Source: an optimization exercise on an open RTL-to-GDS flow (aim: small area, a short achievable clock period and few clock cycles per item). Production flows keep margins and buffers that such runs may drop. Only simulation tests tie the RTL to the original design; equivalence was not proved. No activity file was given, so power comes from the tool's default toggle rates.

$ cat design.v
package mavg_pkg;
    localparam int WINDOW_MAX  = 32;
    localparam int SAMPLE_BITS = 16;
    localparam int SLOT_BITS   = $clog2(WINDOW_MAX);        
    localparam int SUM_BITS    = SAMPLE_BITS + SLOT_BITS;   
    localparam int CFG_BITS    = 6;
    localparam logic [SLOT_BITS-1:0] WKK_RESET = SLOT_BITS'(4);
endpackage
module mavg_sub7 (
    input  logic [6:0] t,
    input  logic [6:0] x,
    output logic       ge,      
    output logic [4:0] d        
);
    logic [6:0] g, p;
    logic [6:0] c;      
    assign g = t & ~x;
    assign p = ~(t ^ x);
    logic g10, p10, g32, p32, g30, p30, g54, p54, g64;
    assign g10 = g[1] | (p[1] & g[0]);
    assign p10 = p[1] & p[0];
    assign g32 = g[3] | (p[3] & g[2]);
    assign p32 = p[3] & p[2];
    assign g30 = g32 | (p32 & g10);
    assign p30 = p32 & p10;
    assign g54 = g[5] | (p[5] & g[4]);
    assign p54 = p[5] & p[4];
    assign c[0] = 1'b0;
    assign c[1] = g[0];
    assign c[2] = g10;
    assign c[3] = g[2] | (p[2] & g10);
    assign c[4] = g30;
    assign c[5] = g[4] | (p[4] & g30);
    assign c[6] = g54 | (p54 & g30);
    assign ge   = g[6] | (p[6] & c[6]);
    assign d    = p[4:0] ^ c[4:0];
endmodule
module mavg_div_step4 (
    input  logic [4:0]  rem_i,    
    input  logic [15:0] d_i,      
    input  logic [4:0]  kk,       
    input  logic [6:0]  k3m,      
    output logic [4:0]  rem_o,
    output logic [15:0] d_o
);
    logic [6:0] t;
    logic       ge1, ge2, ge3;
    logic [4:0] d1, d2, d3;
    logic [1:0] q;
    assign t = {rem_i, d_i[15:14]};
    mavg_sub7 u1 (.t(t), .x({2'b00, kk}),       .ge(ge1), .d(d1));
    mavg_sub7 u2 (.t(t), .x({1'b0, kk, 1'b1}),  .ge(ge2), .d(d2));
    mavg_sub7 u3 (.t(t), .x(k3m),               .ge(ge3), .d(d3));
    assign q[1] = ge2;
    assign q[0] = ge3 | (ge1 & ~ge2);
    assign rem_o = ({5{ge3}} & d3)
                 | ({5{ge2 & ~ge3}} & d2)
                 | ({5{ge1 & ~ge2}} & d1)
                 | ({5{~ge1}} & t[4:0]);
    assign d_o   = {d_i[13:0], q};
endmodule
module moving_average_filter_core (
    input  logic                             clk,
    input  logic                             rst_n,
    input  logic                             cfg_we,
    input  logic [mavg_pkg::CFG_BITS-1:0]    cfg_wdata,
    input  logic                             s_tvalid,
    output logic                             s_tready,
    input  logic [mavg_pkg::SAMPLE_BITS-1:0] s_tdata,    
    input  logic                             s_tuser,    
    output logic                             m_tvalid,
    input  logic                             m_tready,
    output logic [mavg_pkg::SAMPLE_BITS-1:0] m_tdata     
);
    localparam int SB = mavg_pkg::SUM_BITS;
    logic        en;
    logic        out_v, skid_v;
    logic [15:0] out_d, skid_d;
    logic        live0;
    logic        rdy_q;      
    logic        hen_q;      
    logic        skid_v_nx;
    logic        v0;
    assign en       = !skid_v;
    assign s_tready = rdy_q;
    always_ff @(posedge clk or negedge rst_n)
    begin
        if (!rst_n)
        begin
            live0 <= 1'b0;
            rdy_q <= 1'b0;
            hen_q <= 1'b0;
        end
        else
        begin
            live0 <= 1'b1;
            rdy_q <= !skid_v_nx && live0;
            hen_q <= !skid_v_nx && (en ? (s_tvalid && rdy_q) : v0);
        end
    end
    logic [4:0] wkk;
    always_ff @(posedge clk or negedge rst_n)
    begin
        if (!rst_n)
            wkk <= mavg_pkg::WKK_RESET;
        else if (cfg_we)
        begin
            if (cfg_wdata == 6'd0)
                wkk <= 5'd0;
            else if (cfg_wdata > 6'd32)
                wkk <= 5'd31;
            else
                wkk <= 5'(cfg_wdata - 6'd1);
        end
    end
    logic [15:0] x0;
    logic [4:0]  k0;       
    logic [7:0]  k0lo;     
    logic [3:0]  k0hi;     
    logic [4:0]  c5;
    logic [4:0]  kn;
    always_ff @(posedge clk or negedge rst_n)
    begin
        if (!rst_n)
        begin
            v0 <= 1'b0;
            c5 <= 5'd0;
        end
        else if (en)
        begin
            v0 <= s_tvalid && rdy_q;
            if (s_tvalid && rdy_q)
            begin
                if (s_tuser)
                    c5 <= 5'd1;
                else if (c5 != 5'd31)
                    c5 <= c5 + 5'd1;
            end
        end
    end
    assign kn = s_tuser ? 5'd0 : ((c5 < wkk) ? c5 : wkk);
    always_ff @(posedge clk)
    begin
        if (en)
        begin
            x0   <= s_tdata;
            k0   <= kn;
            k0lo <= 8'd1 << kn[2:0];
            k0hi <= 4'd1 << kn[4:3];
        end
    end
    logic [SB-1:0] acc;
    logic [SB-1:0] h [32];     
    logic [SB-1:0] hv [32];
    logic          v1;
    logic [SB-1:0] m1;
    logic [4:0]    kk1;
    always_ff @(posedge clk or negedge rst_n)
    begin
        if (!rst_n)
            acc <= '0;
        else if (hen_q)
            acc <= acc + {{(SB-16){1'b0}}, ~x0[15], x0[14:0]};
    end
    always_ff @(posedge clk)
    begin
        if (hen_q)
        begin
            h[1] <= acc;
            for (int j = 2; j < 32; j++)
                h[j] <= h[j-1];
        end
    end
    always_comb
    begin
        hv[0] = acc;
        for (int j = 1; j < 32; j++)
            hv[j] = h[j];
    end
    logic [SB-1:0] msel;
    always_comb
    begin
        msel = '0;
        for (int j = 0; j < 32; j++)
            msel = msel | (hv[j] & {SB{k0hi[j/8] & k0lo[j%8]}});
    end
    always_ff @(posedge clk or negedge rst_n)
    begin
        if (!rst_n)
            v1 <= 1'b0;
        else if (en)
            v1 <= v0;
    end
    always_ff @(posedge clk)
    begin
        if (en)
        begin
            m1  <= msel;
            kk1 <= k0;
        end
    end
    logic [4:0]  rem_a [9];
    logic [15:0] d_a   [9];
    logic [4:0]  rem_b [9];
    logic [15:0] d_b   [9];
    logic [4:0]  kk_b  [9];
    logic [6:0]  k3_b  [9];
    logic        v_b   [9];
    logic [SB-1:0] nsum;
    assign nsum = acc - m1;
    assign rem_a[0] = nsum[20:16];
    assign d_a[0]   = nsum[15:0];
    genvar p;
    generate
        for (p = 0; p < 9; p++)
        begin : g_pos
            logic [4:0] kk_a;
            logic [6:0] k3_a;
            logic       v_a;
            if (p == 0)
            begin : g_first
                assign kk_a = kk1;
                assign k3_a = 7'({kk1, 1'b0}) + 7'({2'b00, kk1}) + 7'd2;
                assign v_a  = v1;
            end
            else
            begin : g_step
                mavg_div_step4 u_step (
                    .rem_i (rem_b[p-1]),
                    .d_i   (d_b[p-1]),
                    .kk    (kk_b[p-1]),
                    .k3m   (k3_b[p-1]),
                    .rem_o (rem_a[p]),
                    .d_o   (d_a[p])
                );
                assign kk_a = kk_b[p-1];
                assign k3_a = k3_b[p-1];
                assign v_a  = v_b[p-1];
            end
            always_ff @(posedge clk or negedge rst_n)
            begin
                if (!rst_n)
                    v_b[p] <= 1'b0;
                else if (en)
                    v_b[p] <= v_a;
            end
            always_ff @(posedge clk)
            begin
                if (en)
                begin
                    rem_b[p] <= rem_a[p];
                    d_b[p]   <= d_a[p];
                    kk_b[p]  <= kk_a;
                    k3_b[p]  <= k3_a;
                end
            end
        end
    endgenerate
    logic [15:0] res;
    assign res = {~d_b[8][15], d_b[8][14:0]}
               + {15'd0, (~d_b[8][15] && (rem_b[8] != 5'd0))};
    always_comb
    begin
        if (skid_v)
            skid_v_nx = !m_tready;
        else
            skid_v_nx = out_v && !m_tready && v_b[8];
    end
    always_ff @(posedge clk or negedge rst_n)
    begin
        if (!rst_n)
        begin
            out_v  <= 1'b0;
            skid_v <= 1'b0;
        end
        else if (skid_v)
        begin
            if (m_tready)
                skid_v <= 1'b0;
        end
        else if (!out_v || m_tready)
            out_v <= v_b[8];
        else if (v_b[8])
            skid_v <= 1'b1;
    end
    always_ff @(posedge clk)
    begin
        if (skid_v)
        begin
            if (m_tready)
                out_d <= skid_d;
        end
        else if (!out_v || m_tready)
        begin
            if (v_b[8])
                out_d <= res;
        end
        else if (v_b[8])
            skid_d <= res;
    end
    assign m_tvalid = out_v;
    assign m_tdata  = out_d;
endmodule
$ cat run.sh
#!/bin/bash
# synth_recipe.tcl (not shown) runs the flow's synth.tcl, then flattens the netlist and writes it again
# the make line also repeats each setting of config.mk as NAME=value (left out here)
make -C /OpenROAD-flow-scripts/flow DESIGN_CONFIG=/design/flow/config.mk WORK_HOME=/design/flow/orfs CLKGATE_MAP_FILE= SYNTH_SCRIPT=/design/flow/synth_recipe.tcl finish
$ cat config.mk
export PLATFORM = sky130hd
export DESIGN_NAME = moving_average_filter_core
export DESIGN_NICKNAME = moving_average_filter_core
export VERILOG_FILES = /design/flow/design.v
export SDC_FILE = /design/flow/constraint.sdc
export NUM_CORES = 4
export LEC_CHECK = 0
export CAP_MARGIN = 20
export CORE_MARGIN = 2
export CORE_UTILIZATION = 40
export SETUP_SLACK_MARGIN = 4.5
export SLEW_MARGIN = 20
$ cat constraint.sdc
create_clock -name core_clock -period 7.0 [get_ports {clk}]
set_input_delay 1.4000 -clock core_clock [delete_from_list [all_inputs] [get_ports {clk}]]
set_output_delay 1.4000 -clock core_clock [all_outputs]
set_load 0.01 [all_outputs]
==> flow_summary_export.csv, run 1 <==
group,metric,value,unit
run_status,outcome,"finished clean",
setup_path,type_of_element_launching_the_critical_path,"flop",
setup_path,cpPeakStageDelay,400,ps
timing,slew_violations,0,
setup_path,startpoint,"out_v",
setup_path,critical_path.cell_chain,"buf_6",
die,die_width,339,µm
placed_design,numPortBuffers,45,
setup_path,worstPathRequired,5600,ps
die,top_level_port_count,46,
synthesis,dominant_combinational_cell_family_by_area_after_synthesis,"compound AO/OA/AOI/OAI gates",
synthesis,syn_area_per_cell,15.5,µm²
worst_hold_path,min_to,"d_b[2][6]",
synthesis,post-synth-top-count-cell,"edfxtp_1",
timing,timing.max_slew.rel_slack,0.465,
grt,pin_count_of_the_biggest_net_entering_global_routing,138,
pwr,pwr-share-comb,0.369,
pwr,leakage,18.4,nW
die,initial_core_util,0.404,
synthesis,synth-adder-area-share,0.0661,
final_layout,finish.net_count,3240,
pwr,power_frac_seq,0.419,
setup_path,timing.critical_path.to_type,"primary output",
grt,grt_antenna_before_repair,0,
final_layout,area_growth,14.4,%
setup_path,critical_path.n_buffers_inverters,1,
route,detail_route.wl_per_cell,22.0,µm
clock_tree,insertion_delay,680,ps
synthesis,mux_cell_area_share_after_synthesis,0.0115,
route,routed_vias,25800,
pwr,vdd.ir_drop.worst,0.000288,V
synthesis,synth_enable_flop_cells,1019,
clock_tree,clock_sink_count,1066,
synthesis,netlist_top_cells_area,"edfxtp_1, ha_1, a22oi_1",
worst_hold_path,min_delay_src,"d_b[1][4]",
route,vias_per_cell,5.64,
clock_tree,cts_tree,"yes",
timing,fin_tns_setup,0,ps
grt,grt_first_pass_wirelength,153000,µm
synthesis,synthArstFlopShare,0.0441,
setup_path,cpMaxStageDelayCell,"dfrtp_1",
setup_path,critPathArrivalTime,1190,ps
synthesis,warnings_from_yosys,19,
synthesis,synth.top_cells.by_count,"edfxtp_1, inv_1, ha_1, a22oi_1, nand2_1",
route,totalWireLength,101000,µm
pwr,switchingPower,0.00917,W
pwr,portion_of_total_power_attributed_to_the_clock_network,0.212,
die,num_rows,122,
clock_tree,maximum_count_of_clock_buffers_along_a_single_path,3,
placed_design,routability_congestion_estimate_from_global_placement,0.821,
placed_design,post_dp_cell_area,47100,µm²
clock_tree,h-tree-depth,3,
timing,clock_skew,35.1,ps
grt,remaining_global_route_overflow,0,
flow_run,drv.max_cap_violation_count,0,
route,post_route_drc,0,
setup_path,reg2reg_depth,7,
die,dieHeight,339,µm
worst_hold_path,worst_hold_path_type,"reg2reg",
final_layout,antennaDiodeCount,0,
final_layout,final.fill_count,9482,
pwr,intPower,0.0170,W
timing,finalCritPeriodShare,0.369,
setup_path,setup.reg_to_reg.worst_slack,4590,ps
clock_tree,cts_hold_buf,0,
setup_path,timing.rr.end,"m1[17]",
route,initialDrtViolationCount,2965,
synthesis,post_synth_xor_area_fraction,0.0160,
die,core,111000,µm²
timing,period_minus_slack,2590,ps
grt,first_global_vias,26100,
synthesis,syn_nets,3125,
synthesis,yosysUniqueCellTypes,73,
route,antenna_viol_nets_final,0,
timing,worst_pin_slew,803,ps
timing,max_freq,387,MHz
synthesis,ys_seq_area_frac,0.708,
timing,finalHoldViolations,0,
setup_path,timing_worst_setup_path_type,"reg2out",
synthesis,netlist_area_pre_place,44900,µm²
final_layout,drive_above_1_share,0.126,
synthesis,synthDominantAreaCellType,"edfxtp_1",
clock_tree,clock_tree.root_cell,"clkbuf_16",
route,drt_first_pass_iters,6,
clock_tree,cts.reportedPaths.clkPinSlew,60,ps
setup_path,critical_path_cell_count,1,
synthesis,synth_compound_area_frac,0.118,
die,dieArea,115000,µm²
pwr,netSwitchingFraction,0.351,
placed_design,hpwlAfterDp,60000,µm
synthesis,synth.ff_latch_count,1066,
synthesis,synth-simple-area-share,0.0527,
worst_hold_path,depth_of_the_worst_hold_timing_path,0,
pwr,p_per_area,509,nW/µm²
synthesis,synth_cells,2888,
synthesis,synth_ff_type,"edfxtp_1",
grt,grt_use_total,0.170,
setup_path,critical_path.reg2reg.startpoint,"k0hi[3]",
setup_path,timing.critical_path.fanout_max,2,
setup_path,cp_top_family,"flip-flops",
timing,rsz0062_at_grt,"yes",
timing,report.final.setup_viol,0,
final_layout,finalInstanceArea,51400,µm²
clock_tree,tritoncts.num_buffers,105,
synthesis,yosysTopAreaCellShare,0.682,
flip-flops by register name, indices dropped and copies added (netlist names), 21 cells and up:
register	cells
m1	21
d_b	144
acc	21
rem_b	45
h	651
kk_b	40
k3_b	48
cell usage in the layout, fill, tap and decap left out, drive strengths merged, types with 15 or more instances in the layout:
cell type,netlist,final
a211oi,15,15
a21o,31,31
a21oi,95,96
a221oi,19,19
a222oi,69,69
a22o,100,100
a22oi,159,159
a32oi,17,17
and2,18,18
buf,41,95
clkbuf,78,128
clkdlybuf4s50,0,26
clkinv,0,47
dfrtp,46,46
edfxtp,1019,1019
fa,43,43
ha,166,166
inv,206,207
mux2,35,35
nand2,130,130
nand2b,31,31
nand3,89,89
nand4,27,27
nor2,61,61
nor2b,27,27
nor3,28,28
o211ai,20,20
o21a,16,16
o21ai,64,64
xnor2,51,51
xor2,31,31
stage by stage:
step	setup WS [ps]	total power (W)	utilization	instances	hold WS, ps
CTS	4350	0.0258	0.458	4545	395
global placement	3820	0.0196	0.425	4334	400
floorplan	960	0.0172	-	2888	400
finish	4410	0.0261	0.463	4576	396
detailed placement	3730	0.0199	0.425	4334	405
global route	4360	0.0278	0.463	4576	410
power groups by stage:
stage / combinational [W] / clock [W] / sequential, W
6_report: 0.00964 / 0.00556 / 0.0110
5_1_grt: 0.0107 / 0.00592 / 0.0112
4_1_cts: 0.00913 / 0.00569 / 0.0110
3_5_place_dp: 0.00880 / 0 / 0.0111
3_3_place_gp: 0.00855 / 0 / 0.0111
2_1_floorplan: 0.00629 / 0 / 0.0109
how the worst max path moves through the flow:
| stage | end | slack (ps) |
|---|---|---|
| 2_1_floorplan | acc[19] | 960 |
| 6_report | m_tvalid | 4410 |
| 3_5_place_dp | skid_d[2] | 3730 |
| 3_3_place_gp | skid_d[3] | 3820 |
| 4_1_cts | m_tvalid | 4350 |
| 5_1_grt | m_tvalid | 4360 |
what timing repair did:
| action | in CTS | in global routing |
|---|---|---|
| pin swaps | 10 | 24 |
| buffers inserted | 18 | 26 |
| setup endpoints to repair | 431 | 573 |
| gates cloned | 1 | 5 |
| gates resized for setup | 131 | 92 |
routing by layer:
| layer | vias to the layer above | wire length, µm | track usage |
|---|---|---|---|
| li1 | 11600 | - | - |
| met1 | 13000 | 41200 | 0.220 |
| met5 | - | 0 | 0 |
| met4 | 0 | 3200 | 0.0652 |
| met2 | 973 | 49700 | 0.285 |
| met3 | 183 | 6710 | 0.0295 |
final cells by class:
class | instances | area (µm²) | area share
tap | 1488 | 1860 | 0.0363
timing repair buffer | 125 | 1270 | 0.0247
multi-input combinational | 1498 | 12300 | 0.239
timing repair inverter | 1 | 8.76 | 0.000171
sequential | 1066 | 31800 | 0.619
clock buffer | 125 | 2730 | 0.0532
clock inverter | 67 | 633 | 0.0123
inverter | 206 | 807 | 0.0157
kinds of logic after synthesis:
logic type                 count (synthesis)
AOI/OAI and AO/OA                        687
xor gates and xnor gates                  82
adders and majority gates                212
buffers and inverters                    325
DFF                                     1066
muxes                                     47
other                                      1
and+or+nand+nor                          468
Testbench counts, summed over its fixed seeds: cycles 2,576, items 2,400.
==> inputs of run 2 (changes only) <==
--- a/config.mk
+++ b/config.mk
@@ -10,2 +10,4 @@
 export CORE_UTILIZATION = 40
+export CTS_CLUSTER_DIAMETER = 70
+export CTS_CLUSTER_SIZE = 25
 export SETUP_SLACK_MARGIN = 4.5
==> run 2 against run 1 <==
Setup slack worse by 20 ps. Clock-buffer cell count is 47 lower. Critical path depth stayed put. Clock skew is 6.5 ps lower. Area after synthesis stayed put. Non-clock buffer count stayed put. Core utilization is 1.4 points lower. Still clean on timing, DRC and antenna. Register-to-register slack worse by 50 ps. Critical endpoint unchanged. Worst hold slack better by 22 ps. Power is 7.0% lower. Global-route usage is 0.31 points lower. Final area is 3.0% lower.
==> flow_summary_export.csv, run 2 <==
group,metric,value,unit
route,routed_vias,25300,
grt,grt_antenna_before_repair,0,
synthesis,yosysTopAreaCellShare,0.682,
final_layout,finish.cell_count_without_fillers,4484,
grt,gr-usage-met3,0.0276,
grt,grtUsageMet2,0.282,
worst_hold_path,worst_hold_path_type,"reg2reg",
grt,grt_first_pass_wirelength,151000,µm
clock_tree,cts.reportedPaths.clkPinSlew,100,ps
setup_path,critical_path.cell_chain,"buf_6",
setup_path,cpPeakStageDelay,410,ps
clock_tree,cts_tree,"yes",
die,dieHeight,339,µm
clock_tree,cts_hold_buf,0,
setup_path,critPathArrivalTime,1210,ps
setup_path,startpoint,"out_v",
synthesis,ys_seq_area_frac,0.708,
timing,slew_violations,0,
pwr,vdd.ir_drop.worst,0.000297,V
final_layout,final_common_cell,"edfxtp_1",
synthesis,synth.ff_latch_count,1066,
placed_design,placedCellCount,4334,
synthesis,syn_nets,3125,
timing,timing.max_slew.rel_slack,0.469,
setup_path,critical_path.n_buffers_inverters,1,
setup_path,cpMaxStageDelayCell,"dfrtp_1",
setup_path,timing_worst_setup_path_type,"reg2out",
final_layout,antennaDiodeCount,0,
clock_tree,clock_sink_count,1066,
final_layout,drive_above_1_share,0.106,
final_layout,final.fill_count,9623,
synthesis,synth.top_cells.by_count,"edfxtp_1, inv_1, ha_1, a22oi_1, nand2_1",
synthesis,yosysUniqueCellTypes,73,
synthesis,post-synth-top-count-cell,"edfxtp_1",
die,top_level_port_count,46,
synthesis,netlist_area_pre_place,44900,µm²
final_layout,largest_registers,"h: 651 flops, d_b: 144 flops, k3_b: 48 flops",
final_layout,finish.net_count,3189,
setup_path,type_of_element_launching_the_critical_path,"flop",
clock_tree,tritoncts.num_buffers,55,
synthesis,syn_area_per_cell,15.5,µm²
timing,fin_tns_setup,0,ps
final_layout,number_of_flip_flops_in_the_largest_register,651,
synthesis,netlist_top_cells_area,"edfxtp_1, ha_1, a22oi_1",
worst_hold_path,min_delay_src,"d_b[7][4]",
placed_design,hpwlAfterDp,60000,µm
grt,grt_use_total,0.167,
final_layout,area_growth,11.0,%
setup_path,worstPathRequired,5600,ps
synthesis,warnings_from_yosys,19,
die,die_width,339,µm
setup_path,timing.critical_path.fanout_max,2,
clock_tree,insertion_delay,670,ps
synthesis,synthArstFlopShare,0.0441,
pwr,p_per_area,488,nW/µm²
route,vias_per_cell,5.63,
timing,clock_skew,28.6,ps
setup_path,cp_top_family,"flip-flops",
timing,finalHoldViolations,0,
route,initialDrtViolationCount,2850,
synthesis,synthDominantAreaCellType,"edfxtp_1",
grt,met1_track_demand_over_resource_in_global_routing,0.218,
route,antenna_viol_nets_final,0,
grt,busiest_layer,"met2",
route,drt_first_pass_iters,8,
final_layout,commonest_cells_after_routing_fill_and_taps_aside,"edfxtp_1, inv_1, ha_1",
synthesis,synth_cells,2888,
run_status,outcome,"finished clean",
die,initial_core_util,0.404,
route,detail_route.wl_per_cell,22.2,µm
route,post_route_drc,0,
die,num_rows,122,
clock_tree,clock_tree.root_cell,"clkbuf_16",
synthesis,synth_ff_type,"edfxtp_1",
setup_path,timing.critical_path.to_type,"primary output",
timing,finalCritPeriodShare,0.372,
timing,period_minus_slack,2610,ps
timing,max_freq,384,MHz
grt,pin_count_of_the_biggest_net_entering_global_routing,138,
timing,rsz0062_at_grt,"yes",
pwr,leakage,17.7,nW
final_layout,layout.core_utilization,0.449,
pwr,power.total,0.0243,W
clock_tree,h-tree-depth,2,
die,dieArea,115000,µm²
die,core,111000,µm²
placed_design,numPortBuffers,45,
timing,report.final.setup_viol,0,
grt,remaining_global_route_overflow,0,
route,totalWireLength,99400,µm
placed_design,routability_congestion_estimate_from_global_placement,0.821,
final_layout,largest-register,"h",
grt,first_global_vias,25600,
setup_path,critical_path.reg2reg.startpoint,"acc[9]",
timing,worst_pin_slew,796,ps
clock_tree,maximum_count_of_clock_buffers_along_a_single_path,3,
flow_run,drv.max_cap_violation_count,0,
synthesis,synth_enable_flop_cells,1019,
==> run 2: through the flow <==
step | instance area [µm²] | hold slack (ps) | setup WS, ps
floorplan | 45000 | 400 | 960
global placement | 47100 | 400 | 3820
global route | 49800 | 423 | 4330
CTS | 49200 | 412 | 4340
detailed placement | 47100 | 405 | 3730
finish | 49800 | 419 | 4390
==> run 2: final timing paths <==
check	endpoint	slack, ps	depth (start not counted)
worst min-delay path	d_b[8][6]	420	0
max in group asynchronous	acc[5]	5510	2
worst max-delay path	m_tvalid	4390	1
worst max register to register	rem_b[0][1]	4540	7
min in group asynchronous	v_b[8]	860	2
worst min register to register	d_b[8][6]	420	0
==> run 2: per-layer routing <==
metal | wire length, µm | vias to the layer above | part of all wire
li1 | - | 11400 | -
met1 | 40900 | 12800 | 0.41
met2 | 49200 | 865 | 0.50
met3 | 6150 | 166 | 0.062
met4 | 3090 | 0 | 0.031
met5 | 0 | - | 0
==> run 2: where the power goes <==
group / internal [W] / leakage (nW) / switching [W]
clock: 0.00168 / 0.883 / 0.00206
combinational: 0.00404 / 6.38 / 0.00560
sequential: 0.00975 / 10.4 / 0.00120
total: 0.0155 / 17.7 / 0.00886
==> run 2: layout make-up <==
type                       instances  area (µm²)  share of cell area
sequential                      1066       31800               0.638
multi-input combinational       1497       12300               0.246
tap                             1488        1860              0.0374
clock buffer                      78        1520              0.0304
timing repair buffer             125        1280              0.0258
inverter                         206         807              0.0162
clock inverter                    23         299             0.00600
timing repair inverter             1        8.76            0.000176
==> run 2: timing repair <==
action | in CTS | in global routing
pin swaps | 10 | 23
gates cloned | 1 | 4
hold endpoints to repair | 0 | 0
resized for setup | 133 | 95
setup buffers | 17 | 27
setup endpoints to repair | 509 | 547
==> run 2: cells by family (layout without fill, tap and decap cells) <==
kind of cell / count (synthesis) / count (layout) / synth area share
buffers and inverters: 325 / 433 / 0.0274
AOI/OAI and AO/OA: 687 / 687 / 0.118
other: 1 / 1 / 0.0000835
and+or+nand+nor: 468 / 468 / 0.0527
adders and majority gates: 212 / 212 / 0.0661
xor gates and xnor gates: 82 / 82 / 0.0160
muxes: 47 / 47 / 0.0115
DFF: 1066 / 1066 / 0.708
==> inputs of run 3 (changes only) <==
--- a/config.mk
+++ b/config.mk
@@ -12,3 +12,3 @@
 export CTS_CLUSTER_SIZE = 25
-export SETUP_SLACK_MARGIN = 4.5
+export SETUP_SLACK_MARGIN = 4.3
 export SLEW_MARGIN = 20
==> run 3 against run 2 <==
Still clean on timing, DRC and antenna. Synthesized cell count unchanged. Die area unchanged. Worst hold slack gained 2.0 ps. Critical path depth increased by 8. Setup slack got worse by 71 ps. Core utilization down 0.62 points. First-iteration DRC count decreased by 1.1%. Global-route usage fell by 0.11 points. Final cell count decreased by 0.71%. Clock-buffer cell count unchanged. Largest power group unchanged.
==> flow_summary_export.csv, run 3 <==
group,metric,value,unit
run_status,outcome,"finished clean",
grt,first_global_vias,25400,
grt,grt_antenna_before_repair,0,
timing,finalHoldViolations,0,
clock_tree,maximum_count_of_clock_buffers_along_a_single_path,3,
synthesis,synthDominantAreaCellType,"edfxtp_1",
setup_path,worstPathRequired,7400,ps
route,antenna_viol_nets_final,0,
synthesis,synth.top_cells.by_count,"edfxtp_1, inv_1, ha_1, a22oi_1, nand2_1",
setup_path,critPathArrivalTime,3080,ps
flow_run,drv.max_cap_violation_count,0,
die,top_level_port_count,46,
setup_path,timing.rr.end,"d_b[0][10]",
synthesis,ys_seq_area_frac,0.708,
grt,remaining_global_route_overflow,0,
timing,rsz0062_at_grt,"no",
setup_path,timing.critical_path.to_type,"flop",
final_layout,area_growth,9.45,%
timing,clock_skew,25.5,ps
pwr,vdd.ir_drop.worst,0.000296,V
route,initialDrtViolationCount,2820,
clock_tree,cts.reportedPaths.clkPinSlew,100,ps
timing,timing.max_slew.rel_slack,0.323,
setup_path,timing.critical_path.fanout_max,4,
timing,max_freq,373,MHz
clock_tree,insertion_delay,670,ps
setup_path,crit_top_cell,"nand2b_1",
route,post_route_drc,0,
final_layout,seqCellArea,31800,µm²
final_layout,final_common_cell,"edfxtp_1",
timing,worst_pin_slew,1010,ps
synthesis,netlist_top_cells_area,"edfxtp_1, ha_1, a22oi_1",
synthesis,netlist_area_pre_place,44900,µm²
final_layout,antennaDiodeCount,0,
synthesis,synth_cells,2888,
timing,period_minus_slack,2680,ps
placed_design,place_worst_setup_slack,3730,ps
setup_path,timing_worst_setup_path_type,"reg2reg",
pwr,power.total,0.0238,W
setup_path,critical_path.reg2reg.startpoint,"acc[0]",
worst_hold_path,min_delay_src,"d_b[6][1]",
synthesis,synth_ff_type,"edfxtp_1",
synthesis,syn_area_per_cell,15.5,µm²
placed_design,numPortBuffers,45,
placed_design,hpwlAfterDp,60000,µm
die,num_rows,122,
setup_path,startpoint,"acc[0]",
timing,timing.final.ws_setup,4320,ps
synthesis,syn_nets,3125,
setup_path,critical_path.cell_chain,"inv_1 > ha_1 > fa_1 > nand2b_1 > a21oi_2 > o21ai_0 > nand2b_1 > a21oi_1 > xnor2_1",
final_layout,largest_registers,"h: 651 flops, d_b: 144 flops, k3_b: 48 flops",
clock_tree,tritoncts.num_buffers,55,
timing,report.final.setup_viol,0,
clock_tree,clock_tree.root_cell,"clkbuf_16",
final_layout,largest-register,"h",
pwr,p_per_area,484,nW/µm²
timing,fin_tns_setup,0,ps
synthesis,synth_enable_flop_cells,1019,
grt,pin_count_of_the_biggest_net_entering_global_routing,175,
synthesis,synth.ff_latch_count,1066,
setup_path,cpMaxStageDelayCell,"dfrtp_1",
route,drt_first_pass_iters,9,
setup_path,type_of_element_launching_the_critical_path,"flop",
setup_path,cpPeakStageDelay,450,ps
die,initial_core_util,0.404,
grt,grt_use_total,0.166,
die,die_width,339,µm
synthesis,yosysUniqueCellTypes,73,
clock_tree,h-tree-depth,2,
setup_path,crit_path_end,"d_b[0][10]",
synthesis,synthArstFlopShare,0.0441,
final_layout,drive_above_1_share,0.0773,
route,routed_vias,25200,
pwr,leakage,17.4,nW
clock_tree,clock_sink_count,1066,
final_layout,number_of_flip_flops_in_the_largest_register,651,
route,totalWireLength,97300,µm
final_layout,multi_input_comb_area,12000,µm²
die,dieHeight,339,µm
timing,slew_violations,0,
placed_design,routability_congestion_estimate_from_global_placement,0.821,
final_layout,commonest_cells_after_routing_fill_and_taps_aside,"edfxtp_1, inv_1, ha_1",
setup_path,setup.reg_to_reg.worst_slack,4320,ps
placed_design,placedCellCount,4334,
die,core,111000,µm²
synthesis,post-synth-top-count-cell,"edfxtp_1",
die,dieArea,115000,µm²
route,detail_route.wl_per_cell,21.8,µm
setup_path,reg2reg_depth,9,
final_layout,final.fill_count,9667,
synthesis,yosysTopAreaCellShare,0.682,
worst_hold_path,worst_hold_path_type,"reg2reg",
clock_tree,cts_hold_buf,0,
route,vias_per_cell,5.65,
clock_tree,cts_tree,"yes",
final_layout,finish.cell_count_without_fillers,4452,
final_layout,finish.net_count,3157,
grt,grt_first_pass_wirelength,150000,µm
timing,finalCritPeriodShare,0.383,
synthesis,warnings_from_yosys,19,
[run 3: cell counts after synthesis]
No cell type changed its count.
[run 3: critical path, delay by kind of cell, from the launching register on]
kind	cells	cell delay, ps
AO/OA/AOI/OAI	3	510
AND/OR/NAND/NOR	2	290
adder cells (fa/ha/maj)	2	650
flip-flops	1	450
buffers and inverters	1	90
XOR/XNOR	1	430
[run 3: cells by family after synthesis]
family                   count (synthesis)  share of synthesized area
other                                    1                  0.0000835
XOR/XNOR                                82                     0.0160
AO/OA/AOI/OAI                          687                      0.118
flip-flops                            1066                      0.708
AND/OR/NAND/NOR                        468                     0.0527
adder cells (fa/ha/maj)                212                     0.0661
buffers and inverters                  325                     0.0274
multiplexers                            47                     0.0115
[run 3: worst min path at each step]
stage / to / slack, ps / cells after the start
finish: d_b[7][3] / 420 / 0
global route: d_b[1][15] / 420 / 0
CTS: d_b[1][15] / 410 / 0
detailed placement: d_b[1][15] / 400 / 0
global placement: d_b[7][13] / 400 / 0
floorplan: d_b[1][10] / 400 / 0
[run 3: cell type report]
type,count,area share
clock buffer,78,0.0308
timing repair buffer,94,0.0180
inverter,206,0.0161
multi-input combinational,1497,0.244
sequential,1066,0.647
clock inverter,23,0.00609
tap,1488,0.0379
[run 3: per-layer routing]
layer  wire, µm  GRT usage  vias up
li1           -          -    11400
met2      48100      0.279      916
met5          0          0        -
met1      39700      0.217    12700
met3       6540     0.0280      170
met4       2930     0.0566        0
[run 3: power breakdown]
group          internal [W]  switching (W)
combinational       0.00373        0.00534
clock               0.00168        0.00206
sequential          0.00975        0.00121
[run 3: timing repair]
item | CTS | global route
gates resized for setup | 78 | 44
endpoints found under the setup margin | 182 | 304
pin swaps | 1 | 6
buffers inserted | 2 | 15
[run 3: metrics by stage]
| step | util | instance area (µm²) | hold WS, ps |
|---|---|---|---|
| 2_1_floorplan | - | 45000 | 400 |
| 3_3_place_gp | 0.425 | 47100 | 400 |
| 3_5_place_dp | 0.425 | 47100 | 405 |
| 4_1_cts | 0.441 | 49000 | 412 |
| 5_1_grt | 0.443 | 49100 | 423 |
| 6_report | 0.443 | 49100 | 421 |
==> inputs of run 4 (changes only) <==
--- a/design.v
+++ b/design.v
@@ -116,5 +116,5 @@
     logic [15:0] x0;
-    logic [4:0]  k0;       
     logic [7:0]  k0lo;     
     logic [3:0]  k0hi;     
+    logic [4:0]  k0;       
     logic [4:0]  c5;
@@ -146,3 +146,2 @@
             x0   <= s_tdata;
-            k0   <= kn;
             k0lo <= 8'd1 << kn[2:0];
@@ -151,2 +150,6 @@
     end
+    assign k0 = {k0hi[2] | k0hi[3], k0hi[1] | k0hi[3],
+                 k0lo[4] | k0lo[5] | k0lo[6] | k0lo[7],
+                 k0lo[2] | k0lo[3] | k0lo[6] | k0lo[7],
+                 k0lo[1] | k0lo[3] | k0lo[5] | k0lo[7]};
     logic [SB-1:0] acc;
--- a/config.mk
+++ b/config.mk
@@ -10,5 +10,3 @@
 export CORE_UTILIZATION = 40
-export CTS_CLUSTER_DIAMETER = 70
-export CTS_CLUSTER_SIZE = 25
-export SETUP_SLACK_MARGIN = 4.3
+export SETUP_SLACK_MARGIN = 4.5
 export SLEW_MARGIN = 20
==> run 4 against run 3 <==
Power rose by 10%. Critical endpoint is now m_tdata[1]. Still clean. Die area is essentially flat. Synthesized cell count fell by 0.14%. Setup slack improved by 41 ps. Via count rose by 2.4%. Critical path type is now reg2out. Worst hold slack lost 3.9 ps. Non-clock buffer count grew 4.
==> flow_summary_export.csv, run 4 <==
group,metric,value,unit
run_status,outcome,"finished clean",
final_layout,final.fill_count,9502,
timing,report.final.setup_viol,0,
route,routed_vias,25800,
clock_tree,h-tree-depth,3,
clock_tree,clock_sink_count,1061,
final_layout,largest_registers,"h: 651 flops, d_b: 144 flops, k3_b: 48 flops",
synthesis,synthArstFlopShare,0.0443,
setup_path,timing.critical_path.to_type,"primary output",
die,num_rows,122,
synthesis,post-synth-top-count-cell,"edfxtp_1",
flow_run,drv.max_cap_violation_count,0,
timing,finalHoldViolations,0,
grt,remaining_global_route_overflow,0,
die,dieArea,115000,µm²
grt,first_global_vias,26200,
synthesis,synth.ff_latch_count,1061,
placed_design,numPortBuffers,45,
clock_tree,insertion_delay,710,ps
setup_path,timing_worst_setup_path_type,"reg2out",
route,totalWireLength,99400,µm
timing,max_freq,379,MHz
setup_path,cpPeakStageDelay,420,ps
synthesis,yosysTopAreaCellShare,0.679,
route,drt_first_pass_iters,9,
setup_path,critPathArrivalTime,1240,ps
route,detail_route.wl_per_cell,21.8,µm
final_layout,final_common_cell,"edfxtp_1",
route,vias_per_cell,5.66,
pwr,leakage,18.5,nW
synthesis,syn_area_per_cell,15.5,µm²
setup_path,cpMaxStageDelayCell,"edfxtp_1",
final_layout,largest-register,"h",
final_layout,seqCellArea,31600,µm²
final_layout,finish.net_count,3206,
clock_tree,tritoncts.num_buffers,108,
timing,period_minus_slack,2640,ps
synthesis,netlist_area_pre_place,44800,µm²
placed_design,routability_congestion_estimate_from_global_placement,0.834,
synthesis,netlist_top_cells_area,"edfxtp_1, ha_1, dfrtp_1",
pwr,p_per_area,512,nW/µm²
clock_tree,maximum_count_of_clock_buffers_along_a_single_path,3,
setup_path,critical_path.cell_chain,"buf_6",
timing,timing.max_slew.rel_slack,0.291,
timing,clock_skew,55.0,ps
placed_design,placedCellCount,4318,
die,dieHeight,339,µm
final_layout,finalInstanceArea,51200,µm²
timing,slew_violations,0,
pwr,vdd.ir_drop.worst,0.000283,V
setup_path,worstPathRequired,5600,ps
clock_tree,cts_hold_buf,0,
final_layout,area_growth,14.3,%
synthesis,syn_nets,3121,
final_layout,multi_input_comb_area,12300,µm²
timing,finalCritPeriodShare,0.377,
setup_path,cp_top_family,"flip-flops",
final_layout,commonest_cells_after_routing_fill_and_taps_aside,"edfxtp_1, inv_1, ha_1",
final_layout,drive_above_1_share,0.125,
route,initialDrtViolationCount,3042,
route,antenna_viol_nets_final,0,
final_layout,finish.cell_count_without_fillers,4548,
die,core,111000,µm²
setup_path,type_of_element_launching_the_critical_path,"flop",
synthesis,ys_seq_area_frac,0.705,
grt,pin_count_of_the_biggest_net_entering_global_routing,191,
die,initial_core_util,0.404,
synthesis,synth.top_cells.by_count,"edfxtp_1, inv_1, ha_1, a22oi_1, a22o_1",
placed_design,hpwlAfterDp,57700,µm
final_layout,antennaDiodeCount,0,
grt,grt_use_total,0.170,
die,top_level_port_count,46,
synthesis,synth_enable_flop_cells,1014,
clock_tree,clock_tree.root_cell,"clkbuf_16",
worst_hold_path,worst_hold_path_type,"reg2reg",
synthesis,synth_ff_type,"edfxtp_1",
grt,grt_antenna_before_repair,0,
clock_tree,cts.reportedPaths.clkPinSlew,60,ps
final_layout,number_of_flip_flops_in_the_largest_register,651,
placed_design,post_dp_cell_area,47100,µm²
route,post_route_drc,0,
synthesis,yosysUniqueCellTypes,70,
synthesis,warnings_from_yosys,19,
timing,holdWs,417,ps
synthesis,synth_cells,2884,
timing,worst_pin_slew,1060,ps
timing,fin_tns_setup,0,ps
die,die_width,339,µm
timing,rsz0062_at_grt,"yes",
grt,grt_first_pass_wirelength,154000,µm
synthesis,synthDominantAreaCellType,"edfxtp_1",
setup_path,timing.critical_path.fanout_max,1,
clock_tree,cts_tree,"yes",
setup_path,critical_path.n_buffers_inverters,1,
==> run 4: cell types whose count changed after synthesis, sizes merged, moves of 13 or more <==
cell	previous run	this run
a21oi	95	80
a22o	100	123
a22oi	159	143
a32oi	17	31
buf	41	59
clkbuf	78	65
nand2	130	117
==> run 4: final cells by class <==
type | instances | share of cell area
Tap cell | 1488 | 0.0363
Clock inverter | 70 | 0.0151
Timing Repair inverter | 1 | 0.000171
Timing Repair Buffer | 98 | 0.0196
Inverter | 216 | 0.0163
Clock buffer | 131 | 0.0552
Multi-Input combinational cell | 1483 | 0.240
Sequential cell | 1061 | 0.617
==> run 4: final timing paths <==
path	from	to	slack, ps	depth (start not counted)
worst max-delay path	out_d[1]	m_tdata[1]	4360	1
worst min register to register	d_b[7][3]	d_b[8][5]	420	0
min in group asynchronous	rst_n	wkk[1]	840	2
worst max register to register	m1[5]	rem_b[0][0]	4570	8
worst min-delay path	d_b[7][3]	d_b[8][5]	420	0
max in group asynchronous	rst_n	hen_q	5540	2
==> run 4: kinds of logic after synthesis <==
kind of cell	after synthesis	share of synthesized area
adder cells (fa/ha/maj)	212	0.0662
multiplexers	44	0.0108
AND/OR/NAND/NOR	467	0.0538
flip-flops	1061	0.705
XOR/XNOR	82	0.0160
buffers and inverters	340	0.0288
AO/OA/AOI/OAI	677	0.119
other	1	0.0000836
==> run 4: timing repair <==
item                                    in CTS  in global routing
cloned                                       2                  0
buffers inserted                            14                 13
endpoints found under the hold margin        0                  0
endpoints found under the setup margin     355                330
pin swaps                                   15                 18
resized for setup                          127                 93
==> run 4: layer usage <==
metal  part of all wire  vias to the layer above  track usage  wire, µm
met1               0.42                    13100        0.228     41600
met2               0.49                      917        0.286     49000
met4              0.026                        0       0.0526      2630
li1                   -                    11600            -         -
met5                  0                        -            0         0
met3              0.062                      173       0.0268      6180
==> run 4: report_power, final <==
part | switching (W) | total [W] | internal (W)
clock | 0.00247 | 0.00582 | 0.00335
combinational | 0.00548 | 0.00942 | 0.00394
sequential | 0.00122 | 0.0110 | 0.00975
==> run 4: metrics by stage <==
step	setup slack [ps]	power (W)	util
3_5_place_dp	3710	0.0199	0.424
4_1_cts	4280	0.0261	0.459
5_1_grt	4300	0.0279	0.462
2_1_floorplan	960	0.0172	-
3_3_place_gp	3720	0.0195	0.424
6_report	4360	0.0262	0.462
Testbench counts of run 4, summed over its fixed seeds: cycles 2,576, items 2,400.
==> inputs of run 5 (changes only) <==
--- a/config.mk
+++ b/config.mk
@@ -10,2 +10,4 @@
 export CORE_UTILIZATION = 40
+export CTS_CLUSTER_DIAMETER = 75
+export CTS_CLUSTER_SIZE = 30
 export SETUP_SLACK_MARGIN = 4.5
==> run 5 against run 4 <==
Largest cell class unchanged. Critical endpoint unchanged. Via count decreased by 1.8%. Flip-flop and latch count unchanged. Setup slack improved by 12 ps. Final cell count decreased by 2.5%. Clock skew decreased by 22 ps. Sequential share of layout area increased by 2.2 points.
==> flow_summary_export.csv, run 5 <==
group,metric,value,unit
run_status,outcome,"finished clean",
setup_path,cpMaxStageDelayCell,"edfxtp_1",
clock_tree,cts_tree,"yes",
synthesis,yosysUniqueCellTypes,70,
route,initialDrtViolationCount,3041,
clock_tree,h-tree-depth,2,
pwr,power.total,0.0241,W
timing,finalHoldViolations,0,
final_layout,drive_above_1_share,0.105,
synthesis,synth_ff_type,"edfxtp_1",
die,dieHeight,339,µm
grt,first_global_vias,25400,
timing,timing.max_slew.rel_slack,0.352,
synthesis,netlist_area_pre_place,44800,µm²
flow_run,drv.max_cap_violation_count,0,
die,initial_core_util,0.404,
timing,finalCritPeriodShare,0.375,
final_layout,largest_registers,"h: 651 flops, d_b: 144 flops, k3_b: 48 flops",
placed_design,post_dp_cell_area,47100,µm²
clock_tree,tritoncts.num_buffers,49,
setup_path,timing.critical_path.fanout_max,1,
placed_design,hpwlAfterDp,57700,µm
timing,worst_pin_slew,971,ps
pwr,vdd.ir_drop.worst,0.000283,V
final_layout,number_of_flip_flops_in_the_largest_register,651,
synthesis,post-synth-top-count-cell,"edfxtp_1",
final_layout,final_common_cell,"edfxtp_1",
synthesis,synthDominantAreaCellType,"edfxtp_1",
route,post_route_drc,0,
placed_design,routability_congestion_estimate_from_global_placement,0.834,
pwr,p_per_area,487,nW/µm²
pwr,leakage,17.7,nW
final_layout,seqCellArea,31600,µm²
clock_tree,insertion_delay,660,ps
final_layout,commonest_cells_after_routing_fill_and_taps_aside,"edfxtp_1, inv_1, ha_1",
die,core,111000,µm²
synthesis,synth.top_cells.by_count,"edfxtp_1, inv_1, ha_1, a22oi_1, a22o_1",
final_layout,finalInstanceArea,49500,µm²
timing,clock_skew,33.2,ps
placed_design,numPortBuffers,45,
pwr,intPower,0.0153,W
setup_path,setup.reg_to_reg.worst_slack,4570,ps
die,dieArea,115000,µm²
route,antenna_viol_nets_final,0,
pwr,pwr-share-comb,0.395,
route,totalWireLength,97500,µm
pwr,power_frac_seq,0.453,
synthesis,synthArstFlopShare,0.0443,
grt,pin_count_of_the_biggest_net_entering_global_routing,181,
synthesis,synth_cells,2884,
final_layout,antennaDiodeCount,0,
setup_path,cpPeakStageDelay,430,ps
final_layout,area_growth,10.4,%
clock_tree,maximum_count_of_clock_buffers_along_a_single_path,3,
final_layout,layout.core_utilization,0.446,
pwr,netSwitchingFraction,0.365,
route,vias_per_cell,5.70,
setup_path,critical_path.cell_chain,"buf_6",
setup_path,type_of_element_launching_the_critical_path,"flop",
timing,holdWs,425,ps
final_layout,final.fill_count,9656,
synthesis,syn_area_per_cell,15.5,µm²
final_layout,multi_input_comb_area,12300,µm²
clock_tree,clock_sink_count,1061,
final_layout,largest-register,"h",
setup_path,worstPathRequired,5600,ps
synthesis,synth.ff_latch_count,1061,
die,num_rows,122,
timing,fin_tns_setup,0,ps
die,top_level_port_count,46,
final_layout,finish.net_count,3154,
route,drt_first_pass_iters,8,
die,die_width,339,µm
synthesis,ys_seq_area_frac,0.705,
synthesis,warnings_from_yosys,19,
grt,grt_antenna_before_repair,0,
setup_path,critPathArrivalTime,1220,ps
pwr,portion_of_total_power_attributed_to_the_clock_network,0.153,
timing,slew_violations,0,
setup_path,timing.critical_path.to_type,"primary output",
worst_hold_path,worst_hold_path_type,"reg2reg",
synthesis,yosysTopAreaCellShare,0.679,
synthesis,synth_enable_flop_cells,1014,
synthesis,syn_nets,3121,
clock_tree,clock_tree.root_cell,"clkbuf_16",
grt,remaining_global_route_overflow,0,
setup_path,timing_worst_setup_path_type,"reg2out",
grt,grt_use_total,0.165,
clock_tree,cts.reportedPaths.clkPinSlew,100,ps
setup_path,cp_top_family,"flip-flops",
timing,period_minus_slack,2620,ps
synthesis,netlist_top_cells_area,"edfxtp_1, ha_1, dfrtp_1",
timing,max_freq,381,MHz
clock_tree,cts_hold_buf,0,
route,detail_route.wl_per_cell,22.0,µm
grt,grt_first_pass_wirelength,151000,µm
route,routed_vias,25300,
pwr,switchingPower,0.00882,W
timing,report.final.setup_viol,0,
setup_path,critical_path.n_buffers_inverters,1,
timing,rsz0062_at_grt,"yes",
-- run 5: cell counts after synthesis --
Identical to the previous run, type by type.
-- run 5: repair_timing --
item | in CTS | in global routing
setup endpoints to repair | 353 | 147
pin swaps | 14 | 18
resized for setup | 128 | 105
gates cloned | 2 | 1
buffers inserted | 15 | 18
-- run 5: through the flow --
| step | instances | worst slack (ps) |
|---|---|---|
| 4_1_cts | 4417 | 4290 |
| 5_1_grt | 4436 | 4320 |
| 3_3_place_gp | 4318 | 3720 |
| 3_5_place_dp | 4318 | 3710 |
| 2_1_floorplan | 2884 | 960 |
| 6_report | 4436 | 4380 |
-- run 5: worst paths after layout --
check / startpoint / end / cells past startpoint
hold reg to reg: d_b[7][13] / d_b[8][15] / 0
hold / removal: d_b[7][13] / d_b[8][15] / 0
max in group asynchronous: rst_n / acc[0] / 2
setup / recovery: out_d[1] / m_tdata[1] / 1
min in group asynchronous: rst_n / wkk[1] / 2
setup reg to reg: acc[4] / acc[9] / 7
-- run 5: metal layers --
layer	track usage	wire (µm)	vias up
li1	-	-	11400
met1	0.225	41400	12800
met2	0.281	48000	926
met3	0.0187	5690	153
met4	0.0442	2440	0
met5	0	0	-
-- run 5: power groups by stage --
stage                     Sequential (W)  Clock [W]  Combinational, W
after floorplan                   0.0109          0           0.00630
after global placement            0.0111          0           0.00847
after detailed placement          0.0111          0           0.00875
after CTS                         0.0110    0.00379           0.00910
after global routing              0.0112    0.00398            0.0106
final                             0.0109    0.00368           0.00952
-- run 5: kinds of logic (layout without fill, tap and decap cells) --
logic type      count (synthesis)  after routing  synth area share
compound gates                677            677             0.119
flops                        1061           1061             0.705
simple gates                  467            467            0.0538
mux                            44             44            0.0108
fa+ha+maj                     212            212            0.0662
buf+inv                       340            404            0.0288
xor+xnor                       82             82            0.0160
other cells                     1              1         0.0000836
-- run 5: cell type report --
type                            instances  area share
Sequential cell                      1061       0.639
Multi-Input combinational cell       1483       0.249
Tap cell                             1488      0.0376
Clock buffer                           52      0.0259
Timing Repair Buffer                  105      0.0224
Inverter                              216      0.0169
Clock inverter                         30     0.00927
Timing Repair inverter                  1    0.000177
==> inputs of run 6 (changes only) <==
--- a/design.v
+++ b/design.v
@@ -116,5 +116,5 @@
     logic [15:0] x0;
+    logic [4:0]  k0;       
     logic [7:0]  k0lo;     
     logic [3:0]  k0hi;     
-    logic [4:0]  k0;       
     logic [4:0]  c5;
@@ -146,2 +146,3 @@
             x0   <= s_tdata;
+            k0   <= kn;
             k0lo <= 8'd1 << kn[2:0];
@@ -150,6 +151,2 @@
     end
-    assign k0 = {k0hi[2] | k0hi[3], k0hi[1] | k0hi[3],
-                 k0lo[4] | k0lo[5] | k0lo[6] | k0lo[7],
-                 k0lo[2] | k0lo[3] | k0lo[6] | k0lo[7],
-                 k0lo[1] | k0lo[3] | k0lo[5] | k0lo[7]};
     logic [SB-1:0] acc;
==> run 6 against run 5 <==
Sequential power barely moved. Final area rose by 0.47%. Setup slack improved by 41 ps. Power rose by 0.40%. Global-route usage rose by 0.078 points. Die area barely moved. Highest routed layer unchanged.
==> flow_summary_export.csv, run 6 <==
group,metric,value,unit
grt,remaining_global_route_overflow,0,
grt,pin_count_of_the_biggest_net_entering_global_routing,175,
synthesis,synth.ff_latch_count,1066,
final_layout,antennaDiodeCount,0,
route,antenna_viol_nets_final,0,
setup_path,critical_path.n_buffers_inverters,1,
setup_path,critPathArrivalTime,1180,ps
setup_path,worstPathRequired,5600,ps
die,top_level_port_count,46,
setup_path,critical_path.cell_chain,"buf_6",
final_layout,drive_above_1_share,0.105,
placed_design,hpwlAfterDp,60000,µm
clock_tree,insertion_delay,660,ps
clock_tree,h-tree-depth,2,
final_layout,number_of_flip_flops_in_the_largest_register,651,
timing,timing.max_slew.rel_slack,0.454,
placed_design,routability_congestion_estimate_from_global_placement,0.821,
grt,grt_antenna_before_repair,0,
setup_path,type_of_element_launching_the_critical_path,"flop",
final_layout,area_growth,10.8,%
synthesis,syn_area_per_cell,15.5,µm²
timing,clock_skew,28.9,ps
synthesis,synth_enable_flop_cells,1019,
pwr,leakage,17.6,nW
final_layout,finish.net_count,3181,
route,detail_route.wl_per_cell,22.2,µm
synthesis,ys_seq_area_frac,0.708,
setup_path,cp_top_family,"flip-flops",
run_status,outcome,"finished clean",
synthesis,synthArstFlopShare,0.0441,
setup_path,timing.critical_path.to_type,"primary output",
clock_tree,cts_tree,"yes",
final_layout,layout.core_utilization,0.448,
route,post_route_drc,0,
die,die_width,339,µm
synthesis,syn_nets,3125,
synthesis,netlist_top_cells_area,"edfxtp_1, ha_1, a22oi_1",
worst_hold_path,worst_hold_path_type,"reg2reg",
route,drt_first_pass_iters,9,
timing,holdWs,420,ps
synthesis,warnings_from_yosys,19,
setup_path,timing_worst_setup_path_type,"reg2out",
die,dieHeight,339,µm
synthesis,synth_cells,2888,
synthesis,yosysTopAreaCellShare,0.682,
flow_run,drv.max_cap_violation_count,0,
final_layout,commonest_cells_after_routing_fill_and_taps_aside,"edfxtp_1, inv_1, ha_1",
timing,period_minus_slack,2580,ps
synthesis,netlist_area_pre_place,44900,µm²
timing,finalHoldViolations,0,
clock_tree,maximum_count_of_clock_buffers_along_a_single_path,3,
final_layout,largest_registers,"h: 651 flops, d_b: 144 flops, k3_b: 48 flops",
clock_tree,clock_sink_count,1066,
setup_path,cpMaxStageDelayCell,"dfrtp_1",
die,initial_core_util,0.404,
timing,worst_pin_slew,820,ps
clock_tree,tritoncts.num_buffers,50,
die,dieArea,115000,µm²
timing,slew_violations,0,
placed_design,numPortBuffers,45,
die,core,111000,µm²
grt,grt_use_total,0.166,
timing,rsz0062_at_grt,"yes",
pwr,vdd.ir_drop.worst,0.000294,V
setup_path,setup.reg_to_reg.worst_slack,4550,ps
timing,finalCritPeriodShare,0.369,
final_layout,final_common_cell,"edfxtp_1",
synthesis,synth.top_cells.by_count,"edfxtp_1, inv_1, ha_1, a22oi_1, nand2_1",
route,initialDrtViolationCount,2882,
clock_tree,clock_tree.root_cell,"clkbuf_16",
route,routed_vias,25400,
final_layout,largest-register,"h",
die,num_rows,122,
route,totalWireLength,99300,µm
setup_path,timing.critical_path.fanout_max,2,
clock_tree,cts.reportedPaths.clkPinSlew,100,ps
clock_tree,cts_hold_buf,0,
synthesis,synth_ff_type,"edfxtp_1",
synthesis,yosysUniqueCellTypes,73,
setup_path,cpPeakStageDelay,410,ps
route,vias_per_cell,5.67,
pwr,p_per_area,487,nW/µm²
synthesis,synthDominantAreaCellType,"edfxtp_1",
timing,max_freq,387,MHz
timing,report.final.setup_viol,0,
grt,grt_first_pass_wirelength,150000,µm
synthesis,post-synth-top-count-cell,"edfxtp_1",
grt,first_global_vias,25400,
timing,fin_tns_setup,0,ps
==> run 6: where the power goes <==
part | switching, W | internal, W
combinational | 0.00557 | 0.00399
sequential | 0.00119 | 0.00975
clock | 0.00211 | 0.00163
total | 0.00887 | 0.0154
==> run 6: stage by stage <==
stage | total power, W | cells | setup slack, ps | cell area (µm²)
6_report | 0.0242 | 4473 | 4420 | 49700
5_1_grt | 0.0258 | 4473 | 4350 | 49700
4_1_cts | 0.0239 | 4444 | 4350 | 49200
3_5_place_dp | 0.0199 | 4334 | 3730 | 47100
3_3_place_gp | 0.0196 | 4334 | 3820 | 47100
2_1_floorplan | 0.0172 | 2888 | 960 | 45000
==> run 6: worst paths after layout <==
kind                           start        end  cells past startpoint
min in group asynchronous      rst_n     v_b[3]                      2
min reg2reg                d_b[6][1]  d_b[7][3]                      0
max                            out_v   m_tvalid                      1
max in group asynchronous      rst_n     acc[5]                      2
min                        d_b[6][1]  d_b[7][3]                      0
max reg2reg                  k0hi[3]     m1[17]                      7
==> run 6: metal layers <==
layer / share of wire / global-route usage / up-vias
met5: 0 / 0 / -
met3: 0.063 / 0.0282 / 157
met2: 0.49 / 0.282 / 924
met4: 0.030 / 0.0530 / 0
met1: 0.41 / 0.217 / 12900
li1: - / - / 11400
==> run 6: area by class of cell <==
cell class / instances / area [µm²]
Fill cell: 9609 / 61200
Clock inverter: 34 / 452
Inverter: 206 / 807
Clock buffer: 59 / 1350
Timing Repair Buffer: 122 / 1250
Timing Repair inverter: 1 / 8.76
Multi-Input combinational cell: 1497 / 12200
Sequential cell: 1066 / 31800
Tap cell: 1488 / 1860
==> run 6: logic make-up (layout without fill, tap and decap cells) <==
family                     after synthesis  count (layout)  synth area share
AOI/OAI and AO/OA                      687             687             0.118
xor gates and xnor gates                82              82            0.0160
adders and majority gates              212             212            0.0661
buffers and inverters                  325             422            0.0274
DFF                                   1066            1066             0.708
muxes                                   47              47            0.0115
other                                    1               1         0.0000835
and+or+nand+nor                        468             468            0.0527
==> run 6: repair_timing <==
item                                    CTS  global route
resized for setup                       129            93
endpoints found under the setup margin  542           441
setup buffers                            17            24
pin swaps                                11            23
gates cloned                              0             5
Testbench counts of run 6, summed over its fixed seeds: cycles 2,576, items 2,400.
==> inputs of run 7 (changes only) <==
--- a/config.mk
+++ b/config.mk
@@ -7,2 +7,3 @@
 export LEC_CHECK = 0
+export ABC_AREA = 1
 export CAP_MARGIN = 20
==> run 7 against run 6 <==
Still clean on timing, DRC and antenna. Final area increased by 1.1%. Sequential power about the same. Flip-flop and latch count unchanged. Clock power increased by 5%. Area after synthesis increased by 2.9%. Critical path depth unchanged. Core utilization decreased by 0.91 points. Non-clock buffer count decreased by 51. Combinational power decreased by 19%. Fmax decreased by 4.0%. Synthesized cell count increased by 28%. First-iteration DRC count increased by 3.1%.
==> flow_summary_export.csv, run 7 <==
group,metric,value,unit
synthesis,syn_nets,3942,
timing,slew_violations,0,
final_layout,commonest_cells_after_routing_fill_and_taps_aside,"nand2_1, edfxtp_1, inv_1",
timing,report.final.setup_viol,0,
setup_path,timing_worst_setup_path_type,"reg2out",
timing,worst_pin_slew,1250,ps
placed_design,numPortBuffers,45,
die,core,115000,µm²
grt,grt_first_pass_wirelength,167000,µm
timing,clock_skew,60.9,ps
clock_tree,clock_sink_count,1066,
route,vias_per_cell,5.18,
setup_path,cp_top_family,"flip-flops",
synthesis,netlist_area_pre_place,46200,µm²
die,initial_core_util,0.403,
die,top_level_port_count,46,
setup_path,timing.critical_path.to_type,"primary output",
clock_tree,cts.reportedPaths.clkPinSlew,110,ps
setup_path,critPathArrivalTime,1290,ps
grt,first_global_vias,26600,
timing,fin_tns_setup,0,ps
setup_path,critical_path.n_buffers_inverters,1,
setup_path,critical_path.cell_chain,"buf_2",
timing,rsz0062_at_grt,"yes",
final_layout,number_of_flip_flops_in_the_largest_register,651,
synthesis,synthArstFlopShare,0.0441,
worst_hold_path,worst_hold_path_type,"reg2reg",
clock_tree,tritoncts.num_buffers,53,
synthesis,ys_seq_area_frac,0.688,
synthesis,synth_enable_flop_cells,1019,
placed_design,hpwlAfterDp,70900,µm
flow_run,drv.max_cap_violation_count,0,
synthesis,synth.top_cells.by_count,"nand2_1, edfxtp_1, inv_1, ha_1, nor2_1",
clock_tree,maximum_count_of_clock_buffers_along_a_single_path,3,
synthesis,dominant_combinational_cell_family_by_area_after_synthesis,"simple AND/OR/NAND/NOR gates",
route,post_route_drc,0,
die,dieArea,118000,µm²
clock_tree,cts_tree,"yes",
synthesis,post_synth_xor_area_fraction,0.0146,
placed_design,placedCellCount,5214,
clock_tree,clock_tree.root_cell,"clkbuf_16",
grt,grt_antenna_before_repair,1,
route,totalWireLength,112000,µm
timing,max_freq,372,MHz
synthesis,post-synth-top-count-cell,"nand2_1",
route,routed_vias,27500,
synthesis,synth-adder-area-share,0.0636,
route,antenna_viol_nets_final,0,
route,initialDrtViolationCount,2970,
timing,period_minus_slack,2690,ps
run_status,outcome,"finished clean",
timing,finalCritPeriodShare,0.384,
final_layout,largest_registers,"h: 651 flops, d_b: 144 flops, k3_b: 48 flops",
synthesis,syn_area_per_cell,12.5,µm²
setup_path,cpMaxStageDelayCell,"edfxtp_1",
setup_path,cpPeakStageDelay,430,ps
timing,finalHoldViolations,0,
timing,timing.max_slew.rel_slack,0.167,
synthesis,warnings_from_yosys,19,
synthesis,yosysUniqueCellTypes,54,
synthesis,yosysTopAreaCellShare,0.663,
route,detail_route.wl_per_cell,21.1,µm
clock_tree,insertion_delay,720,ps
setup_path,worstPathRequired,5600,ps
synthesis,netlist_top_cells_area,"edfxtp_1, nand2_1, ha_1",
setup_path,type_of_element_launching_the_critical_path,"flop",
synthesis,synth_compound_area_frac,0.0455,
timing,holdWs,406,ps
synthesis,synth_cells,3705,
synthesis,synth_ff_type,"edfxtp_1",
synthesis,synth.ff_latch_count,1066,
synthesis,mux_cell_area_share_after_synthesis,0,
pwr,vdd.ir_drop.worst,0.000260,V
clock_tree,h-tree-depth,2,
grt,pin_count_of_the_biggest_net_entering_global_routing,182,
final_layout,finish.cell_count_without_fillers,5318,
pwr,p_per_area,450,nW/µm²
final_layout,final_common_cell,"nand2_1",
pwr,leakage,20.0,nW
placed_design,routability_congestion_estimate_from_global_placement,0.844,
final_layout,drive_above_1_share,0.0673,
setup_path,timing.critical_path.fanout_max,1,
final_layout,antennaDiodeCount,0,
die,num_rows,124,
final_layout,finish.net_count,4000,
final_layout,largest-register,"h",
route,drt_first_pass_iters,6,
grt,remaining_global_route_overflow,0,
synthesis,synthDominantAreaCellType,"edfxtp_1",
grt,grt_use_total,0.189,
die,die_width,344,µm
synthesis,synth-simple-area-share,0.141,
die,dieHeight,344,µm
final_layout,area_growth,8.87,%
-- run 7: path summary, 6_finish.rpt --
check                           startpoint          end  slack, ps  depth (start not counted)
worst max-delay path             out_d[14]  m_tdata[14]       4310                          1
worst min-delay path             d_b[2][9]   d_b[3][11]        410                          0
worst max register to register     k0lo[5]       m1[14]       4520                          7
worst min register to register   d_b[2][9]   d_b[3][11]        410                          0
max in group asynchronous            rst_n        hen_q       5560                          2
min in group asynchronous            rst_n       wkk[1]        800                          2
-- run 7: repair_timing --
| action | 4_1_cts | 5_1_grt |
|---|---|---|
| buffers inserted | 2 | 3 |
| pin swaps | 0 | 2 |
| gates cloned | 1 | 0 |
| hold buffers | 0 | 0 |
| gates resized for setup | 85 | 14 |
| endpoints found under the setup margin | 369 | 405 |
-- run 7: routing by layer --
layer,vias to the layer above,GRT usage,part of all wire
met1,13500,0.267,0.44
met5,-,0,0
met4,0,0.0427,0.020
met2,926,0.308,0.47
li1,13000,-,-
met3,116,0.0316,0.075
-- run 7: logic make-up (layout without fill, tap and decap cells) --
| family | Yosys count | count (layout) |
|---|---|---|
| AND/OR/NAND/NOR | 1548 | 1548 |
| flip-flops | 1066 | 1066 |
| buffers and inverters | 510 | 611 |
| AO/OA/AOI/OAI | 295 | 295 |
| adder cells (fa/ha/maj) | 209 | 209 |
| XOR/XNOR | 76 | 76 |
| other | 1 | 1 |
-- run 7: final cells by class --
| type | instances | area (µm²) |
|---|---|---|
| Clock buffer | 57 | 1340 |
| Clock inverter | 41 | 616 |
| Fill cell | 10400 | 64200 |
| Inverter | 441 | 1700 |
| Multi-Input combinational cell | 2129 | 12300 |
| Sequential cell | 1066 | 31800 |
| Tap cell | 1512 | 1890 |
| Timing Repair Buffer | 71 | 629 |
| Timing Repair inverter | 1 | 8.76 |
-- run 7: where the power goes --
| group | internal (W) | switching [W] |
|---|---|---|
| Sequential | 0.00965 | 0.00130 |
| Clock | 0.00164 | 0.00227 |
| Combinational | 0.00274 | 0.00505 |
-- run 7: stage by stage --
stage	instance area [µm²]	setup WS, ps	util	power, W
2_1_floorplan	46200	1120	-	0.0163
3_3_place_gp	48200	3680	0.421	0.0187
3_5_place_dp	48200	3640	0.421	0.0189
4_1_cts	50200	4220	0.438	0.0228
5_1_grt	50300	4240	0.439	0.0243
6_report	50300	4310	0.439	0.0226

-- re-timing with driven ports --
How much do the figures lean on ideal ports? The routed layouts below were timed once more, with nothing changed but the port constraints.
Step 1: set_driving_cell puts a clkbuf_16 on clk and a buf_2 on each other input, an assumption about the parent block.
Step 2 times the ports against the registers' clock, not the clock port: input delays grow and output delays shrink by t, the midpoint of the rising clock arrivals with the driver on.
a / b / c = ideal ports / drivers / drivers and shift; a / b = the first two.
run | shift t [ns] | slack for setup (ns) | worst setup path at the end | worst register clock-pin slew, ns | pins driven straight from the clock port
run 1 | 0.733 | 4.414 / 4.343 / 3.966 | input to register | 0.07 / 0.07 | 1
run 2 | 0.720 | 4.393 / 4.325 / 3.983 | input to register | 0.10 / 0.10 | 1
run 3 | 0.722 | 4.322 / 4.322 / 3.762 | input to register | 0.10 / 0.10 | 1
run 4 | 0.750 | 4.363 / 4.295 / 3.978 | input to register | 0.07 / 0.07 | 1
run 5 | 0.711 | 4.375 / 4.299 / 3.968 | input to register | 0.11 / 0.11 | 1
run 6 | 0.718 | 4.416 / 4.347 / 3.969 | input to register | 0.12 / 0.12 | 1
run 7 | 0.757 | 4.309 / 4.245 / 4.006 | input to register | 0.12 / 0.12 | 1
After both steps setup and hold are still met in every run listed. The setup slack of run 3, which loses most, moves by 0.000 ns with the drivers and by -0.560 ns with both steps.
